From an optimization exercise on the open Yosys and OpenROAD flow, aimed at small area; shortcuts taken in it are not production practice.
The RTL was checked by simulation tests, not by an equivalence proof against the original design.
No driver is modelled on the clock port, so clock power and skew are understated where the tree is cut down; a real chip needs a root buffer or a tree.
Power is estimated from default activity; no workload was simulated.

## the baseline
// processor
module processor #(
    parameter logic [31:0] RESET_PC = '0
) (
    input  logic        clock,
    input  logic        rst_n,
    output logic [31:0] address_imem,
    input  logic [31:0] q_imem,
    output logic [31:0] address_dmem,
    output logic [31:0] data,
    output logic        wren,
    input  logic [31:0] q_dmem,
    output logic        ctrl_write_enable,
    output logic [4:0]  ctrl_write_reg,
    output logic [4:0]  ctrl_read_reg_a,
    output logic [4:0]  ctrl_read_reg_b,
    output logic [31:0] data_write_reg,
    input  logic [31:0] data_read_reg_a,
    input  logic [31:0] data_read_reg_b
);
export LEC_CHECK = 0
export ABC_AREA = 1
export CAP_MARGIN = 20
export CORE_MARGIN = 2
export CORE_UTILIZATION = 40
export SLEW_MARGIN = 20
create_clock -name core_clock -period 9.0 [get_ports {clock}]
standard.sh (not shown) runs the stock make flow with config.mk's settings and CLKGATE_MAP_FILE= SYNTH_SCRIPT=/design/flow/synth_recipe.tcl, a recipe that flattens the netlist after the stock synthesis.
==> flow/flow/run.sh <==
#!/bin/bash
# The standard layout (standard.sh) with three changes:
#  - synthesis maps with an area-oriented ABC script (abc_area.script here,
#    used with ABC_AREA 1 from config.mk) instead of ORFS's own;
#  - every port is buffered by the smallest buffer (buf_1);
#  - clock tree synthesis uses clkbuf_8 and adds no dummy loads.
# Each tool's output is in orfs/logs; make's own output is in standard.log.
set -euo pipefail
here=$(pwd)
rm -rf "$here/scripts_custom"
cp -r "$FLOW_HOME/scripts" "$here/scripts_custom"
cp "$here/flow/abc_area.script" "$here/scripts_custom/abc_area.script"
export BUFFER_PORTS_ARGS="-buffer_cell sky130_fd_sc_hd__buf_1"
export CTS_ARGS="-sink_clustering_enable -repair_clock_nets -dont_use_dummy_load -buf_list sky130_fd_sc_hd__clkbuf_8"
bash standard.sh SCRIPTS_DIR="$here/scripts_custom" finish > standard.log 2>&1
==> flow/flow/abc_area.script <==
strash
&get -n
&deepsyn -T 30
&put
dch
amap
topo
Here is what was changed in the inputs of the candidate compared with the baseline.
--- a/flow/design.v
+++ b/flow/design.v
@@ -47,44 +47,42 @@
     assign last_p   = cnt[4] & (c == 3'd7);
     assign pending  = (cnt == 5'd6);                  
     assign m_add = neq;
     assign m_jmp = mode[1];
     assign m_jal = mode[0];
     logic [31:0] insn;
     logic [2:0]  o;
     logic        is_lw, is_r, is_j, is_bne, is_jal, is_jr, is_addi, is_blt, is_sw;
     logic [2:0]  aop;
     logic        is_sh, is_sra, is_sll;
     logic        use_imm;
-    logic        zero_a;
     logic        binv;
     logic        cin0;
     logic [4:0]  rd;
     assign insn    = q_imem;
     assign o       = insn[29:27];
     assign is_lw   = insn[30];
     assign is_r    = ~insn[30] & (o == 3'd0);
     assign is_j    = (o == 3'd1);
     assign is_bne  = (o == 3'd2);
     assign is_jal  = (o == 3'd3);
     assign is_jr   = (o == 3'd4);
     assign is_addi = (o == 3'd5);
     assign is_blt  = (o == 3'd6);
     assign is_sw   = (o == 3'd7);
     assign aop     = insn[4:2];
     assign is_sh   = is_r & aop[2];
     assign is_sra  = is_sh & aop[0];
     assign is_sll  = is_sh & ~aop[0];
-    assign zero_a  = is_j | is_jal | is_jr;             
-    assign use_imm = is_addi | is_sw | is_lw | is_j | is_jal;
-    assign cin0    = (is_r & (aop == 3'd1)) | is_bne;    
+    assign use_imm = is_addi | is_sw | is_lw;
+    assign cin0    = is_r & (aop[1:0] == 2'd1);        
     assign binv    = cin0 | is_blt;                      
     assign rd      = insn[26:22];
     assign ctrl_read_reg_a = insn[21:17];
     assign ctrl_read_reg_b = (o == 3'd0) ? insn[16:12] : insn[26:22];
     logic [2:0]  sh_q;
     logic [1:0]  sh_r;
     logic [2:0]  qx;
     logic        g_cin;
     logic [4:0]  c_eff;
     logic [4:0]  g_add;
     logic [5:0]  gk;
@@ -112,23 +110,23 @@
             3'd0: a_grp = data_read_reg_a[3:0];
             3'd1: a_grp = data_read_reg_a[7:4];
             3'd2: a_grp = data_read_reg_a[11:8];
             3'd3: a_grp = data_read_reg_a[15:12];
             3'd4: a_grp = data_read_reg_a[19:16];
             3'd5: a_grp = data_read_reg_a[23:20];
             3'd6: a_grp = data_read_reg_a[27:24];
             default: a_grp = data_read_reg_a[31:28];
         endcase
     end
     always_comb begin
-        if (gi[4] | zero_a) begin
+        if (gi[4]) begin
             cur = 4'd0;
         end else if (gi[3]) begin
             cur = {4{data_read_reg_a[31]}};
         end else begin
             cur = a_grp;
         end
     end
     always_comb begin
         if (is_sll) begin
             u = sh_r;
         end else if (is_sra) begin
@@ -176,33 +174,33 @@
         case (c)
             3'd0: b_grp = data_read_reg_b[3:0];
             3'd1: b_grp = data_read_reg_b[7:4];
             3'd2: b_grp = data_read_reg_b[11:8];
             3'd3: b_grp = data_read_reg_b[15:12];
             3'd4: b_grp = data_read_reg_b[19:16];
             3'd5: b_grp = data_read_reg_b[23:20];
             3'd6: b_grp = data_read_reg_b[27:24];
             default: b_grp = data_read_reg_b[31:28];
         endcase
     end
-    assign b_bits = is_sh ? 4'd0 : use_imm ? immt_grp : b_grp;    
+    assign b_bits = use_imm ? immt_grp : b_grp;
     assign bx     = b_bits ^ {4{binv}};
     always_comb begin
         k[0] = first_a ? cin0 : carry;
         for (int i = 0; i < 4; i++) begin
             sum[i]   = a_bits[i] ^ bx[i] ^ k[i];
             k[i + 1] = (a_bits[i] & bx[i]) | (k[i] & (a_bits[i] ^ bx[i]));
         end
     end
     assign co     = k[4];
-    assign ne_now = |sum;                               
+    assign ne_now = |(a_bits ^ b_bits);
     assign lt_now = a_bits[3] ^ b_bits[3] ^ co;         
     assign taken  = (is_bne & (neq | ne_now)) | (is_blt & lt_now);
     logic [3:0] py;
     logic [4:0] pk;
     logic [3:0] psum;
     logic [3:0] pc_in;
     logic [3:0] r_in;
     assign py = r[3:0] & {4{m_add}};
     always_comb begin
         pk[0] = first_p | carry;
         for (int i = 0; i < 4; i++) begin
@@ -223,24 +221,28 @@
                 default: pc_in = RESET_PC[31:28];
             endcase
         end else if (m_jmp) begin
             pc_in = r[3:0];
         end else begin
             pc_in = psum;
         end
     end
     always_comb begin
         if (in_p) begin
             r_in = psum;                             
-        end else if (is_bne | is_blt) begin
+        end else if (is_jr) begin
+            r_in = b_grp;
+        end else if (is_j | is_jal | is_bne | is_blt) begin
             r_in = immt_grp;
+        end else if (is_sh) begin
+            r_in = a_bits;
         end else if (is_r & aop[1]) begin
             r_in = aop[0] ? (a_bits | b_bits) : (a_bits & b_bits);
         end else begin
             r_in = sum;
         end
     end
     always_ff @(posedge clock or negedge rst_n) begin
         if (!rst_n) begin
             cnt <= 5'd24;
         end else if (last_p) begin
             cnt <= (m_jal & ~in_init) ? 5'd6 : 5'd7;
Findings:
Of the two values seen for startpoint of the most critical setup path, q_imem[28] was produced by the candidate and q_imem[29] by the baseline.
Relative to the baseline, area added between synthesis and finish decreased by 0.59 points in the candidate.
Distinct cell type count of the synthesized netlist was higher in the baseline than in the candidate.
The clock latency reported for the late side of the worst-skew pair of the candidate and that of the baseline are within noise of each other.
Going from the baseline to the candidate, cell area grows by about 2%.
Cmp the candidate vs the baseline: total stage count of the critical path higher in the candidate
On via count: the candidate sits above the baseline.

* * *

## run A
Starting RTL as in the previous note.
Settings: LEC_CHECK=0, ABC_AREA=1, CAP_MARGIN=20, CORE_MARGIN=2, CORE_UTILIZATION=40, SLEW_MARGIN=20; clock period 9.0 ns.
==> flow/flow/run.sh <==
#!/bin/bash
# The standard layout (standard.sh) with these changes:
#  - synthesis maps with an area-oriented ABC script (abc_area.script here,
#    used with ABC_AREA 1 from config.mk) instead of ORFS's own;
#  - every port is buffered by the smallest buffer (buf_1);
#  - after CTS, clock_tree.tcl replaces the clock tree by three clkbuf_16
#    fed by the clock port, each driving the flip-flops of a third of the core.
# Each tool's output is in orfs/logs; make's own output is in standard.log.
set -euo pipefail
here=$(pwd)
rm -rf "$here/scripts_custom"
cp -r "$FLOW_HOME/scripts" "$here/scripts_custom"
cp "$here/flow/abc_area.script" "$here/scripts_custom/abc_area.script"
export BUFFER_PORTS_ARGS="-buffer_cell sky130_fd_sc_hd__buf_1"
export CTS_ARGS="-sink_clustering_enable -repair_clock_nets -dont_use_dummy_load -buf_list sky130_fd_sc_hd__clkbuf_8"
export POST_CTS_TCL="$here/flow/clock_tree.tcl"
export FLOW_NCLK=3 FLOW_NY=1 FLOW_CLKBUF=sky130_fd_sc_hd__clkbuf_16
bash standard.sh SCRIPTS_DIR="$here/scripts_custom" finish > standard.log 2>&1
Scripts as last shown in full above: flow/flow/abc_area.script
Other scripts of this flow, unchanged in this note and not shown: flow/flow/clock_tree.tcl
Run A completed every stage of the flow, and the final layout passed the timing, design-rule and antenna checks.
Changes in run B relative to run A:
-- flow/design.v --
<<< run A, line 162
    assign tg = is_j | is_jal;
    always_comb begin
        case (c)
            3'd0: immt_grp = insn[3:0];
            3'd1: immt_grp = insn[7:4];
>>> run B, line 162
    assign tg = is_j | is_jal;
    always_comb begin
        case (gi[2:0])
            3'd0: immt_grp = insn[3:0];
            3'd1: immt_grp = insn[7:4];
<<< run A, line 174
    end
    always_comb begin
        case (c)
            3'd0: b_grp = data_read_reg_b[3:0];
            3'd1: b_grp = data_read_reg_b[7:4];
>>> run B, line 174
    end
    always_comb begin
        case (gi[2:0])
            3'd0: b_grp = data_read_reg_b[3:0];
            3'd1: b_grp = data_read_reg_b[7:4];
<<< run A, line 187
    assign b_bits = is_sh ? 4'd0 : use_imm ? immt_grp : b_grp;    
    assign bx     = b_bits ^ {4{binv}};
    always_comb begin
        k[0] = first_a ? cin0 : carry;
        for (int i = 0; i < 4; i++) begin
            sum[i]   = a_bits[i] ^ bx[i] ^ k[i];
            k[i + 1] = (a_bits[i] & bx[i]) | (k[i] & (a_bits[i] ^ bx[i]));
        end
    end
>>> run B, line 187
    assign b_bits = is_sh ? 4'd0 : use_imm ? immt_grp : b_grp;    
    assign bx     = b_bits ^ {4{binv}};
    logic [3:0] xa;
    logic [3:0] xb;
    assign xa = in_p ? pc[3:0] : a_bits;
    assign xb = in_p ? (r[3:0] & {4{m_add}}) : bx;
    always_comb begin
        if (in_p) begin
            k[0] = first_p | carry;
        end else begin
            k[0] = first_a ? cin0 : carry;
        end
        for (int i = 0; i < 4; i++) begin
            sum[i]   = xa[i] ^ xb[i] ^ k[i];
            k[i + 1] = (xa[i] & xb[i]) | (k[i] & (xa[i] ^ xb[i]));
        end
    end
<<< run A, line 198
    assign lt_now = a_bits[3] ^ b_bits[3] ^ co;         
    assign taken  = (is_bne & (neq | ne_now)) | (is_blt & lt_now);
    logic [3:0] py;
    logic [4:0] pk;
    logic [3:0] psum;
    logic [3:0] pc_in;
    logic [3:0] r_in;
    assign py = r[3:0] & {4{m_add}};
    always_comb begin
        pk[0] = first_p | carry;
        for (int i = 0; i < 4; i++) begin
            psum[i]   = pc[i] ^ py[i] ^ pk[i];
            pk[i + 1] = (pc[i] & py[i]) | (pk[i] & (pc[i] ^ py[i]));
        end
    end
    always_comb begin
        if (in_init) begin
>>> run B, line 206
    assign lt_now = a_bits[3] ^ b_bits[3] ^ co;         
    assign taken  = (is_bne & (neq | ne_now)) | (is_blt & lt_now);
    logic [3:0] pc_in;
    logic [3:0] r_in;
    always_comb begin
        if (in_init) begin
<<< run A, line 226
            pc_in = r[3:0];
        end else begin
            pc_in = psum;
        end
    end
    always_comb begin
        if (in_p) begin
            r_in = psum;                             
        end else if (is_bne | is_blt) begin
            r_in = immt_grp;
        end else if (is_r & aop[1]) begin
            r_in = aop[0] ? (a_bits | b_bits) : (a_bits & b_bits);
        end else begin
            r_in = sum;
        end
    end
>>> run B, line 223
            pc_in = r[3:0];
        end else begin
            pc_in = sum;
        end
    end
    always_comb begin
        if (~in_p & (is_bne | is_blt)) begin
            r_in = immt_grp;
        end else if (~in_p & is_r & aop[1]) begin
            r_in = aop[0] ? (a_bits | b_bits) : (a_bits & b_bits);
        end else begin
            r_in = sum;                              
        end
    end
<<< run A, line 252
        r       <= {r_in, r[31:4]};
        prev    <= cur;
        carry   <= in_p ? pk[4] : co;
        if (last_a) begin
            neq  <= taken;
>>> run B, line 247
        r       <= {r_in, r[31:4]};
        prev    <= cur;
        carry   <= co;
        if (last_a) begin
            neq  <= taken;
## What came out
- Smallest setup slack after layout on run B is down relative to run A.
- Diff run A -> run B: portion of the post-synthesis area used by sequential elements +1.0 points, design area -1.3%, actual slew at the worst max-slew pin +35 ps, final cell utilization of the core +1.4 points.
- Run B vs run A, number of global-route vias before repair went up by 83.
- Run B reports a lower post-synthesis share of cell area spent on full adders, half adders and majority gates than run A does.
- Run A -> run B: post-route DRC violation count delta 0, exact match
- Die extent in y is higher on run A
- Run B: sequential share of layout area is 0.47 points higher than what run A reported.
No run of this note takes its clock network from TritonCTS; it comes from the design's own scripts or RTL.

* * *

processor with an RTL version that a note above also has.
Size: roughly 450 cells after synthesis, ~76 flip-flops, roughly 280 I/O pins.
export LEC_CHECK = 0
export ABC_AREA = 1
export CAP_MARGIN = 20
export CORE_MARGIN = 2
export CORE_UTILIZATION = 40
export SLEW_MARGIN = 20
create_clock -name core_clock -period 9.0 [get_ports {clock}]
==> flow/flow/run.sh <==
#!/bin/bash
# The standard layout (standard.sh) with these changes:
#  - synthesis maps with an area-oriented ABC script (abc_area.script here,
#    used with ABC_AREA 1 from config.mk) instead of ORFS's own, and leaves
#    adders to ABC too (no ADDER_MAP_FILE, so no fa/ha cells are extracted);
#  - every port is buffered by the smallest buffer (buf_1);
#  - after CTS, clock_tree.tcl replaces the clock tree by three clkbuf_16
#    fed by the clock port, each driving the flip-flops of a third of the core.
# Each tool's output is in orfs/logs; make's own output is in standard.log.
set -euo pipefail
here=$(pwd)
rm -rf "$here/scripts_custom"
cp -r "$FLOW_HOME/scripts" "$here/scripts_custom"
cp "$here/flow/abc_area.script" "$here/scripts_custom/abc_area.script"
export BUFFER_PORTS_ARGS="-buffer_cell sky130_fd_sc_hd__buf_1"
export CTS_ARGS="-sink_clustering_enable -repair_clock_nets -dont_use_dummy_load -buf_list sky130_fd_sc_hd__clkbuf_8"
export POST_CTS_TCL="$here/flow/clock_tree.tcl"
export FLOW_NCLK=3 FLOW_NY=1 FLOW_CLKBUF=sky130_fd_sc_hd__clkbuf_16
bash standard.sh SCRIPTS_DIR="$here/scripts_custom" ADDER_MAP_FILE= finish > standard.log 2>&1
Scripts as last shown in full above: flow/flow/abc_area.script
Other scripts of this flow, unchanged in this note and not shown: flow/flow/clock_tree.tcl
The baseline finished with timing, DRC and antenna clean.
Then changed:
--- a/flow/design.v
+++ b/flow/design.v
@@ -35,23 +35,23 @@
     logic       first_a;
     logic       last_a;
     logic       first_p;
     logic       last_p;
     logic [2:0] c;
     assign c        = cnt[2:0];
     assign in_p     = cnt[4];
     assign in_init  = cnt[4] & cnt[3];
     assign in_prime = ~cnt[4] & ~cnt[3];              
-    assign first_a  = (cnt == 5'd8);
-    assign last_a   = (cnt == 5'd15);
+    assign first_a  = cnt[3] & (c == 3'd0);           
+    assign last_a   = cnt[3] & (c == 3'd7);           
     assign first_p  = (cnt == 5'd16);
     assign last_p   = cnt[4] & (c == 3'd7);
-    assign pending  = (cnt == 5'd6);                  
+    assign pending  = in_prime & ~cnt[0];             
     assign m_add = neq;
     assign m_jmp = mode[1];
     assign m_jal = mode[0];
     logic [31:0] insn;
     logic [2:0]  o;
     logic        is_lw, is_r, is_j, is_bne, is_jal, is_jr, is_addi, is_blt, is_sw;
     logic [2:0]  aop;
     logic        is_sh, is_sra, is_sll;
     logic        use_imm;
@@ -256,13 +256,13 @@
         if (in_p) begin
             pc <= {pc_in, pc[31:4]};
         end
     end
     assign address_imem      = pc;
     assign address_dmem      = r;
     assign data              = data_read_reg_b;
     assign wren              = first_p & is_sw;
     assign ctrl_write_enable = (first_p & (is_r | is_addi | is_lw) & (rd != 5'd0)) |
-                               (in_prime & pending);
+                               pending;
     assign ctrl_write_reg    = rd | {5{pending}};
-    assign data_write_reg    = (is_lw & ~pending) ? q_dmem : r;
+    assign data_write_reg    = (is_lw & cnt[4]) ? q_dmem : r;
 endmodule
Outcome: The new run finished clean. Critical path depth decreases by 3. Final area fell by 0.59%. Setup slack improves by 0.21 ns. Combinational power increases by 15%. Die area is lower by 0.48%. Sequential cell count stays the same. Register-to-register slack improved by 0.10 ns. Global-route usage shrinks by 1.5 points. Cell count came out lower by 1.1%. Total power climbs by 7.8%. Utilization barely changes. Wire length shrinks by 6.2%. Hold slack hardly moves.
In every run of this note, the design's own scripts or RTL, not TritonCTS, make the clock network.

[re-timing with driven ports]
No port has a modelled driver above. Below, the same layouts with a new extraction and two added sets of constraints.
Step 1, drivers: a clkbuf_16 drives clock and a buf_2 each remaining input, both assumed.
Step 2 moves the port delays by t, midway between the first and last clock arrival at a register: inputs arrive t later, outputs are due t later. That takes back most of the time a late clock gives input paths.
Three values: no drivers, after step 1, after step 2; two values: the first two.
run	t (ns)	setup WS [ns]	worst register clock-pin slew, ns	worst slew at a driven data input, ns	cell pins on the clock port's net
the baseline	0.367	0.946 / 0.936 / 0.569	0.08 / 0.08	0.06	1
the candidate	0.371	0.995 / 0.994 / 0.622	0.08 / 0.08	0.07	1
run A	0.225	0.753 / 0.776 / 0.551	0.10 / 0.10	0.07	3
run B	0.220	0.538 / 0.561 / 0.342	0.10 / 0.10	0.05	3
the first run of note 3	0.224	0.837 / 0.873 / 0.649	0.10 / 0.10	0.09	3
the second run of note 3	0.218	1.045 / 1.074 / 0.856	0.10 / 0.10	0.07	3
After both steps setup and hold are still met in every run listed. For the baseline, which loses most, drivers alone change the setup slack by -0.010 ns; drivers and shift together by -0.377 ns.
